Background: an optimization exercise with open tools, aiming at small area and a short achievable clock period. Do not read the settings as production practice.
Only simulation tests tie the RTL to the original design; equivalence was not proved.

## exec_stage
module exec_stage (
    input  logic        clk,
    input  logic        rst_n,
    input  logic        in_valid,
    input  logic [31:0] instr,
    input  logic [31:0] pc,
    input  logic [31:0] rs1_val,
    input  logic [31:0] rs2_val,
    output logic        out_valid,
    output logic [31:0] rd_data,
    output logic        rd_write,
    output logic [31:0] next_pc,
    output logic        illegal
);
For scale: roughly 62,000 um2 of cells after synthesis.
Settings: LEC_CHECK=0, ABC_AREA=1, CAP_MARGIN=35, CORE_MARGIN=2, CORE_UTILIZATION=40, GPL_TIMING_DRIVEN=0, PLACE_DENSITY=0.75, SLEW_MARGIN=35, SYNTH_HIERARCHICAL=1; clock period 250.0 ns.
standard.sh (not shown) runs the stock make flow with config.mk's settings and CLKGATE_MAP_FILE= SYNTH_SCRIPT=/design/flow/synth_recipe.tcl, a recipe that flattens the netlist after the stock synthesis.
==> flow/flow/run.sh <==
#!/bin/bash
set -euo pipefail
bash standard.sh SETUP_SLACK_MARGIN=157 finish > make.log 2>&1
Rerun with:
==> flow/flow/run.sh (replaced) <==
#!/bin/bash
set -euo pipefail
bash standard.sh SETUP_SLACK_MARGIN=157 "BUFFER_PORTS_ARGS=-buffer_cell sky130_fd_sc_hd__buf_2" finish > make.log 2>&1
=> The changed run ran to the end with no violations. Wire length went up by 6.3%. Utilization falls by 0.41 points. Synthesized area does not change.
Rerun with:
--- a/flow/config.mk
+++ b/flow/config.mk
@@ -10,5 +10,5 @@
 export CORE_MARGIN = 2
-export CORE_UTILIZATION = 40
-export GPL_TIMING_DRIVEN = 0
-export PLACE_DENSITY = 0.75
+export CORE_UTILIZATION = 55
+export GPL_TIMING_DRIVEN = 1
+export PLACE_DENSITY = 0.8
 export SLEW_MARGIN = 35
=> The changed run finished clean; design area decreases by a few percent; worst hold slack got worse by 0.030 ns; non-clock buffer count is lower by 453; count of clock-buffer cells in the layout went down by 1; die area goes down by a quarter to a third; area after synthesis does not change; utilization increases by 13 points.

========
rev 12:
exec_stage, a different RTL version from the one above (not shown whole).
Size in the first run: ~8600 cells after synthesis, about 120 flip-flops, about 63000 um^2 of cells after synthesis.
make LEC_CHECK=0 ABC_AREA=1 CAP_MARGIN=35 CORE_MARGIN=2 CORE_UTILIZATION=40 GPL_TIMING_DRIVEN=0 PLACE_DENSITY=0.9 SLEW_MARGIN=35 SYNTH_HIERARCHICAL=1 finish   # period 250.0 ns
run.sh (not shown) runs the stock make flow with config.mk's settings and CLKGATE_MAP_FILE= SYNTH_SCRIPT=/design/flow/synth_recipe.tcl, a recipe that flattens the netlist after the stock synthesis.
Stock flow here: none of the scripts above is used.
Rev 12 ran to completion and came out clean on the timing, DRC and antenna checks.
Input-level comparison between rev 13 and rev 12:
# rev 12
export LEC_CHECK = 0
export ABC_AREA = 1
export CAP_MARGIN = 35
export CORE_MARGIN = 2
export CORE_UTILIZATION = 40
export GPL_TIMING_DRIVEN = 0
export PLACE_DENSITY = 0.9
export SLEW_MARGIN = 35
export SYNTH_HIERARCHICAL = 1
create_clock -name core_clock -period 250.0 [get_ports {clk}]
# rev 13
export LEC_CHECK = 0
export ABC_AREA = 1
export CAP_MARGIN = 35
export CORE_MARGIN = 2
export CORE_UTILIZATION = 40
export GPL_TIMING_DRIVEN = 0
export PLACE_DENSITY = 0.75
export SLEW_MARGIN = 35
export SYNTH_HIERARCHICAL = 1
create_clock -name core_clock -period 250.0 [get_ports {clk}]
Notes after the runs:
Final cell count delta (rev 12 -> rev 13): insignificant
Rev 13 vs. rev 12: routability-driven placement congestion ratio -about 4.4%; fraction of area in registers neither gained nor lost much.
Per the comparison of rev 13 with rev 12, first-pass GRT wire length climbed 3.6%, headroom to the max-slew limit climbed 3.8 points.
Changes observed in rev 13 relative to rev 12: minimum setup slack in the final design fell by 1.51 ns, number of placed instances, taps included ~0 delta.
Rev 12 reports its beginning of the critical path as y_q[6]$_DFF_P_ while rev 13 reports y_q[4]$_DFF_P_.

what the ideal ports hide:
Ports are ideal in the flow. The routed layouts listed here were re-timed in OpenROAD.
Step 1 assumes that a clkbuf_16 drives the clock port and a buf_2 every other input.
Step 2 moves the port delays by t, midway between the first and last clock arrival at a register: inputs arrive t later, outputs are due t later. That takes back most of the time a late clock gives input paths.
a / b / c = ideal ports / drivers / drivers and shift; a / b = the first two.
| run | t (ns) | setup WS [ns] | slew at the worst register clock pin (ns) | pins driven straight from the clock port |
|---|---|---|---|---|
| the first run of note 1 | 0.496 | 158.016 / 157.957 / 158.453 | 0.08 / 0.08 | 1 |
| the second run of note 1 | 0.486 | 157.959 / 157.907 / 158.393 | 0.07 / 0.07 | 1 |
| the third run of note 1 | 0.487 | 158.301 / 158.245 / 158.733 | 0.07 / 0.07 | 1 |
| rev 12 | 0.492 | 148.151 / 148.099 / 148.591 | 0.07 / 0.07 | 1 |
| rev 13 | 0.522 | 146.640 / 146.580 / 147.102 | 0.06 / 0.06 | 1 |
After both steps setup and hold are still met in every run listed.
